What follows belongs to an exercise in optimizing a design on an open flow for small area and a short achievable clock period; a production flow would make more cautious choices. At most, simulation tests tie the RTL to the original design; equivalence was not proved. No activity file was given, so power comes from the tool's default toggle rates.

==> flow/design.v <==
`default_nettype none
package spm_pkg;
    parameter int SAMPLE_WIDTH_DEFAULT = 16;
    parameter int FIFO_DEPTH_DEFAULT = 16;
    parameter int INTERVAL_WIDTH = 32;
    parameter int TIMER_WIDTH = 32;
    parameter int SAMPLE_MAX_WIDTH = 32;
    function automatic logic [SAMPLE_MAX_WIDTH-1:0] end_marker(input integer width);
        end_marker = 32'd1 << (width - 1);
    endfunction
    function automatic logic [SAMPLE_MAX_WIDTH-1:0] most_negative(input integer width);
        most_negative = end_marker(width) + 32'd1;
    endfunction
    function automatic logic [SAMPLE_MAX_WIDTH-1:0] most_positive(input integer width);
        most_positive = end_marker(width) - 32'd1;
    endfunction
endpackage
`default_nettype wire
`default_nettype none
`timescale 1ns/10ps
module spm_top #(
    parameter int SAMPLE_WIDTH = spm_pkg::SAMPLE_WIDTH_DEFAULT,
    parameter int FIFO_DEPTH   = spm_pkg::FIFO_DEPTH_DEFAULT
) (
    input  logic                               clk,
    input  logic                               reset,
    input  logic                               enable,
    input  logic                               start,
    input  logic [spm_pkg::INTERVAL_WIDTH-1:0] interval,
    input  logic signed [SAMPLE_WIDTH-1:0]     data_in,
    input  logic                               data_in_valid,
    output logic                               data_in_ready,
    output logic signed [SAMPLE_WIDTH-1:0]     min_out,
    output logic signed [SAMPLE_WIDTH-1:0]     max_out,
    output logic                               min_out_valid,
    output logic                               max_out_valid,
    input  logic                               min_out_ready,
    input  logic                               max_out_ready,
    output logic [spm_pkg::TIMER_WIDTH-1:0]    timer,
    output logic                               busy,
    output logic                               done
);
    localparam int AW = $clog2(FIFO_DEPTH);
    localparam int IW = spm_pkg::INTERVAL_WIDTH;
    localparam int TW = spm_pkg::TIMER_WIDTH;
    localparam logic [SAMPLE_WIDTH-1:0] END_MARKER = {1'b1, {(SAMPLE_WIDTH-1){1'b0}}};
    function automatic logic [31:0] inc32(input logic [31:0] x);
        for (int i = 0; i < 32; i++) inc32[i] = x[i] ^ ((x & ((32'd1 << i) - 32'd1)) == ((32'd1 << i) - 32'd1));
    endfunction
    function automatic logic [31:0] dec32(input logic [31:0] x);
        for (int i = 0; i < 32; i++) dec32[i] = x[i] ^ ((x & ((32'd1 << i) - 32'd1)) == 32'd0);
    endfunction
    localparam int SLOTS = FIFO_DEPTH - 1;
    logic signed [SAMPLE_WIDTH-1:0] mn [SLOTS];
    logic signed [SAMPLE_WIDTH-1:0] mx [SLOTS];
    localparam int JW = FIFO_DEPTH / 2;
    logic [AW:0]   cnt_mn, cnt_mx;
    logic [JW-1:0] occ_mn, occ_mx;
    function automatic logic jstate(input logic [JW-1:0] j, input int k);
        if (k == 0)       jstate = !j[JW-1] && !j[0];
        else if (k < JW)  jstate = j[k-1] && !j[k];
        else if (k == JW) jstate = j[JW-1] && j[0];
        else              jstate = !j[k-JW-1] && j[k-JW];
    endfunction
    logic [IW-1:0] iq;       
    logic          n1;       
    logic [IW-1:0] rem;      
    logic [IW-1:0] base;     
    logic          have;     
    logic          last;     
    logic ready_int, accept, marker, smp, shift, push, pop_mn, pop_mx;
    logic wr0_mn, wr0_mx, start_run, head_mn, head_mx;
    logic signed [SAMPLE_WIDTH-1:0] push_mn, push_mx, rd_mn, rd_mx;
    logic lt_mn, gt_mx;
    spm_lt #(.W(SAMPLE_WIDTH)) i_lt_mn (.a(data_in), .b(mn[0]),   .lt(lt_mn));
    spm_lt #(.W(SAMPLE_WIDTH)) i_gt_mx (.a(mx[0]),   .b(data_in), .lt(gt_mx));
    logic ready_next;
    assign ready_next    = (start_run || (busy && !(accept && marker)))
                        && !((cnt_mn[AW] || (cnt_mn == (AW+1)'(FIFO_DEPTH - 1) && push)) && !pop_mn)
                        && !((cnt_mx[AW] || (cnt_mx == (AW+1)'(FIFO_DEPTH - 1) && push)) && !pop_mx);
    assign data_in_ready = enable && ready_int;
    assign accept        = data_in_valid && data_in_ready;
    assign marker        = (data_in == END_MARKER);
    assign smp           = accept && !marker;
    assign shift         = smp && !have;
    assign push          = accept && (marker ? have : last);
    assign wr0_mn        = smp && (!have || lt_mn);
    assign wr0_mx        = smp && (!have || gt_mx);
    assign start_run     = enable && !busy && start;
    assign base          = have ? rem : iq;
    assign pop_mn        = min_out_valid && min_out_ready;
    assign pop_mx        = max_out_valid && max_out_ready;
    assign head_mn       = push && (cnt_mn == '0 || (cnt_mn == (AW+1)'(1) && pop_mn));
    assign head_mx       = push && (cnt_mx == '0 || (cnt_mx == (AW+1)'(1) && pop_mx));
    assign push_mn       = wr0_mn ? data_in : mn[0];
    assign push_mx       = wr0_mx ? data_in : mx[0];
    always_comb begin
        rd_mn = '0;
        rd_mx = '0;
        for (int i = 0; i < SLOTS; i++) begin
            rd_mn = rd_mn | (mn[i] & {SAMPLE_WIDTH{jstate(occ_mn, (i + 2) % FIFO_DEPTH)}});
            rd_mx = rd_mx | (mx[i] & {SAMPLE_WIDTH{jstate(occ_mx, (i + 2) % FIFO_DEPTH)}});
        end
    end
    always_ff @(posedge clk) begin
        if (shift) begin
            for (int i = 1; i < SLOTS; i++) begin
                mn[i] <= mn[i-1];
                mx[i] <= mx[i-1];
            end
        end
        if (wr0_mn) mn[0] <= data_in;
        if (wr0_mx) mx[0] <= data_in;
        if (head_mn)     min_out <= push_mn;
        else if (pop_mn) min_out <= rd_mn;
        if (head_mx)     max_out <= push_mx;
        else if (pop_mx) max_out <= rd_mx;
    end
    always_ff @(posedge clk) begin
        if (enable && !busy) begin
            iq   <= interval;
            n1   <= (interval == IW'(1));
            last <= (interval == IW'(1));
        end else if (accept) begin
            last <= (smp && !last) ? (base == IW'(2)) : n1;
        end
        if (smp && !last) begin
            rem <= dec32(base);
        end
    end
    always_ff @(posedge clk or posedge reset) begin
        if (reset) begin
            cnt_mn        <= '0;
            cnt_mx        <= '0;
            occ_mn        <= '0;
            occ_mx        <= '0;
            min_out_valid <= 1'b0;
            max_out_valid <= 1'b0;
            have          <= 1'b0;
            ready_int     <= 1'b0;
        end else begin
            ready_int <= ready_next;
            case ({push, pop_mn})
                2'b10:   begin cnt_mn <= inc32(32'(cnt_mn)); min_out_valid <= 1'b1; end
                2'b01:   begin cnt_mn <= dec32(32'(cnt_mn)); min_out_valid <= (cnt_mn != (AW+1)'(1)); end
                default: ;
            endcase
            case ({push, pop_mx})
                2'b10:   begin cnt_mx <= inc32(32'(cnt_mx)); max_out_valid <= 1'b1; end
                2'b01:   begin cnt_mx <= dec32(32'(cnt_mx)); max_out_valid <= (cnt_mx != (AW+1)'(1)); end
                default: ;
            endcase
            case ({shift, pop_mn})
                2'b10:   occ_mn <= {occ_mn[JW-2:0], !occ_mn[JW-1]};
                2'b01:   occ_mn <= {!occ_mn[0], occ_mn[JW-1:1]};
                default: ;
            endcase
            case ({shift, pop_mx})
                2'b10:   occ_mx <= {occ_mx[JW-2:0], !occ_mx[JW-1]};
                2'b01:   occ_mx <= {!occ_mx[0], occ_mx[JW-1:1]};
                default: ;
            endcase
            if (accept) have <= smp && !last;
        end
    end
    always_ff @(posedge clk or posedge reset) begin
        if (reset) begin
            busy  <= 1'b0;
            done  <= 1'b0;
            timer <= '0;
        end else if (enable) begin
            if (start_run) begin
                busy  <= 1'b1;
                done  <= 1'b0;
                timer <= '0;
            end else if (busy) begin
                timer <= inc32(timer);
                if (accept && marker) begin
                    busy <= 1'b0;
                    done <= 1'b1;
                end
            end
        end
    end
endmodule
`default_nettype wire
`default_nettype none
module spm_lt #(
    parameter int W = 16
) (
    input  logic [W-1:0] a,
    input  logic [W-1:0] b,
    output logic         lt
);
    localparam int L = $clog2(W);
    localparam int P = 1 << L;
    logic [P-1:0] g [L+1];
    logic [P-1:0] e [L+1];
    always_comb begin
        g[0] = '0;
        e[0] = '1;
        for (int i = 0; i < W; i++) begin
            if (i == W - 1) g[0][i] = a[i] & ~b[i];
            else            g[0][i] = ~a[i] & b[i];
            e[0][i] = ~(a[i] ^ b[i]);
        end
        for (int l = 1; l <= L; l++) begin
            g[l] = '0;
            e[l] = '0;
            for (int i = 0; i < (P >> l); i++) begin
                g[l][i] = g[l-1][2*i+1] | (e[l-1][2*i+1] & g[l-1][2*i]);
                e[l][i] = e[l-1][2*i+1] & e[l-1][2*i];
            end
        end
        lt = g[L][0];
    end
endmodule
`default_nettype wire
Settings: LEC_CHECK=0, CAP_MARGIN=20, CORE_MARGIN=2, CORE_UTILIZATION=60, CTS_BUF_LIST=sky130_fd_sc_hd__clkbuf_4 sky130_fd_sc_hd__clkbuf_8, CTS_CLUSTER_SIZE=30, SETUP_SLACK_MARGIN=2.0, SLEW_MARGIN=20; clock period 4.5 ns.
standard.sh (not shown) runs the stock make flow with config.mk's settings and CLKGATE_MAP_FILE= SYNTH_SCRIPT=/design/flow/synth_recipe.tcl, a recipe that flattens the netlist after the stock synthesis.
==> flow/flow/run.sh <==
#!/bin/bash
# Standard layout, with two changes: the clock tree is built without dummy
# loads, and the port buffers are the smallest plain buffer (timing repair
# sizes them up where a path needs it).
set -euo pipefail
export CTS_ARGS="-sink_clustering_enable -repair_clock_nets -sink_clustering_size 16 -sink_clustering_max_diameter 60 -buf_list {sky130_fd_sc_hd__clkbuf_8 sky130_fd_sc_hd__clkbuf_16} -sink_clustering_buffer sky130_fd_sc_hd__clkbuf_8 -root_buf sky130_fd_sc_hd__clkbuf_16 -dont_use_dummy_load"
export BUFFER_PORTS_ARGS="-buffer_cell sky130_fd_sc_hd__buf_1"
bash standard.sh synth > synth.log 2>&1
bash standard.sh finish > layout.log 2>&1
The first run ran to the end with no violations.
Edit:
--- a/flow/design.v
+++ b/flow/design.v
@@ -42,16 +42,26 @@
 );
     localparam int AW = $clog2(FIFO_DEPTH);
     localparam int IW = spm_pkg::INTERVAL_WIDTH;
     localparam int TW = spm_pkg::TIMER_WIDTH;
     localparam logic [SAMPLE_WIDTH-1:0] END_MARKER = {1'b1, {(SAMPLE_WIDTH-1){1'b0}}};
     function automatic logic [31:0] inc32(input logic [31:0] x);
-        for (int i = 0; i < 32; i++) inc32[i] = x[i] ^ ((x & ((32'd1 << i) - 32'd1)) == ((32'd1 << i) - 32'd1));
+        logic [7:0] grp;
+        logic [7:0] pre;
+        logic       c;
+        for (int k = 0; k < 8; k++) grp[k] = &x[4*k +: 4];
+        pre[0] = 1'b1;
+        for (int k = 1; k < 8; k++) pre[k] = pre[k-1] & grp[k-1];
+        for (int i = 0; i < 32; i++) begin
+            c = pre[i / 4];
+            for (int j = 4 * (i / 4); j < i; j++) c = c & x[j];
+            inc32[i] = x[i] ^ c;
+        end
     endfunction
     function automatic logic [31:0] dec32(input logic [31:0] x);
-        for (int i = 0; i < 32; i++) dec32[i] = x[i] ^ ((x & ((32'd1 << i) - 32'd1)) == 32'd0);
+        dec32 = ~inc32(~x);
     endfunction
     localparam int SLOTS = FIFO_DEPTH - 1;
     logic signed [SAMPLE_WIDTH-1:0] mn [SLOTS];
     logic signed [SAMPLE_WIDTH-1:0] mx [SLOTS];
     localparam int JW = FIFO_DEPTH / 2;
     logic [AW:0]   cnt_mn, cnt_mx;
@@ -67,13 +77,13 @@
     logic [IW-1:0] rem;      
     logic [IW-1:0] base;     
     logic          have;     
     logic          last;     
     logic ready_int, accept, marker, smp, shift, push, pop_mn, pop_mx;
     logic wr0_mn, wr0_mx, start_run, head_mn, head_mx;
-    logic signed [SAMPLE_WIDTH-1:0] push_mn, push_mx, rd_mn, rd_mx;
+    logic signed [SAMPLE_WIDTH-1:0] rd_mn, rd_mx;
     logic lt_mn, gt_mx;
     spm_lt #(.W(SAMPLE_WIDTH)) i_lt_mn (.a(data_in), .b(mn[0]),   .lt(lt_mn));
     spm_lt #(.W(SAMPLE_WIDTH)) i_gt_mx (.a(mx[0]),   .b(data_in), .lt(gt_mx));
     logic ready_next;
     assign ready_next    = (start_run || (busy && !(accept && marker)))
                         && !((cnt_mn[AW] || (cnt_mn == (AW+1)'(FIFO_DEPTH - 1) && push)) && !pop_mn)
@@ -89,14 +99,12 @@
     assign start_run     = enable && !busy && start;
     assign base          = have ? rem : iq;
     assign pop_mn        = min_out_valid && min_out_ready;
     assign pop_mx        = max_out_valid && max_out_ready;
     assign head_mn       = push && (cnt_mn == '0 || (cnt_mn == (AW+1)'(1) && pop_mn));
     assign head_mx       = push && (cnt_mx == '0 || (cnt_mx == (AW+1)'(1) && pop_mx));
-    assign push_mn       = wr0_mn ? data_in : mn[0];
-    assign push_mx       = wr0_mx ? data_in : mx[0];
     always_comb begin
         rd_mn = '0;
         rd_mx = '0;
         for (int i = 0; i < SLOTS; i++) begin
             rd_mn = rd_mn | (mn[i] & {SAMPLE_WIDTH{jstate(occ_mn, (i + 2) % FIFO_DEPTH)}});
             rd_mx = rd_mx | (mx[i] & {SAMPLE_WIDTH{jstate(occ_mx, (i + 2) % FIFO_DEPTH)}});
@@ -108,16 +116,14 @@
                 mn[i] <= mn[i-1];
                 mx[i] <= mx[i-1];
             end
         end
         if (wr0_mn) mn[0] <= data_in;
         if (wr0_mx) mx[0] <= data_in;
-        if (head_mn)     min_out <= push_mn;
-        else if (pop_mn) min_out <= rd_mn;
-        if (head_mx)     max_out <= push_mx;
-        else if (pop_mx) max_out <= rd_mx;
+        if (head_mn || pop_mn) min_out <= (head_mn && wr0_mn) ? data_in : (head_mn ? mn[0] : rd_mn);
+        if (head_mx || pop_mx) max_out <= (head_mx && wr0_mx) ? data_in : (head_mx ? mx[0] : rd_mx);
     end
     always_ff @(posedge clk) begin
         if (enable && !busy) begin
             iq   <= interval;
             n1   <= (interval == IW'(1));
             last <= (interval == IW'(1));
@@ -191,28 +197,32 @@
     input  logic [W-1:0] a,
     input  logic [W-1:0] b,
     output logic         lt
 );
     localparam int L = $clog2(W);
     localparam int P = 1 << L;
+    logic [P-1:0] l [L+1];
     logic [P-1:0] g [L+1];
-    logic [P-1:0] e [L+1];
     always_comb begin
+        l[0] = '0;
         g[0] = '0;
-        e[0] = '1;
         for (int i = 0; i < W; i++) begin
-            if (i == W - 1) g[0][i] = a[i] & ~b[i];
-            else            g[0][i] = ~a[i] & b[i];
-            e[0][i] = ~(a[i] ^ b[i]);
-        end
-        for (int l = 1; l <= L; l++) begin
-            g[l] = '0;
-            e[l] = '0;
-            for (int i = 0; i < (P >> l); i++) begin
-                g[l][i] = g[l-1][2*i+1] | (e[l-1][2*i+1] & g[l-1][2*i]);
-                e[l][i] = e[l-1][2*i+1] & e[l-1][2*i];
-            end
-        end
-        lt = g[L][0];
+            if (i == W - 1) begin
+                l[0][i] = a[i] & ~b[i];
+                g[0][i] = ~a[i] & b[i];
+            end else begin
+                l[0][i] = ~a[i] & b[i];
+                g[0][i] = a[i] & ~b[i];
+            end
+        end
+        for (int v = 1; v <= L; v++) begin
+            l[v] = '0;
+            g[v] = '0;
+            for (int i = 0; i < (P >> v); i++) begin
+                l[v][i] = l[v-1][2*i+1] | (~g[v-1][2*i+1] & l[v-1][2*i]);
+                g[v][i] = g[v-1][2*i+1] | (~l[v-1][2*i+1] & g[v-1][2*i]);
+            end
+        end
+        lt = l[L][0];
     end
 endmodule
 `default_nettype wire
Result:
- design area is lower by 4.0%
- die area is lower by 2.9%
- synthesized area is lower by 2.9%
- critical path depth is higher by 3
- wire length is lower by 7.6%
- sequential power is lower by 6.6%
- clock power barely changes
- non-clock buffer count is lower by 35
- setup slack improved by 0.042 ns
- total power is lower by 6.9%
For the first run of this note, only the layout was checked, not whether the RTL still works.

afterwards: timing with drivers on the ports:
No port has a modelled driver above. Below, the same layouts with a new extraction and two added sets of constraints. Step 1, drivers: a clkbuf_16 drives clk and a buf_2 each remaining input, both assumed. Step 2, shift: input delay + t, output delay - t, t = (earliest + latest rising clock arrival at the registers) / 2. This alone moves slack from input paths to output paths. a / b / c = ideal / step 1 / step 2; a / b = the first two.
| run | t (ns) | setup slack, ns | hold WS [ns] | latest minus earliest clock arrival (ns) | cell pins on the clock port's net |
|---|---|---|---|---|---|
| the first run | 0.623 | 1.965 / 1.965 / 1.400 | 0.399 / 0.399 / 0.399 | 0.071 / 0.071 | 1 |
| the second run | 0.613 | 2.007 / 2.035 / 1.424 | 0.431 / 0.420 / 0.431 | 0.054 / 0.053 | 1 |
After both steps every run listed still meets setup and hold. The setup slack of the second run, which loses most, moves by +0.028 ns with the drivers and by -0.583 ns with both steps.
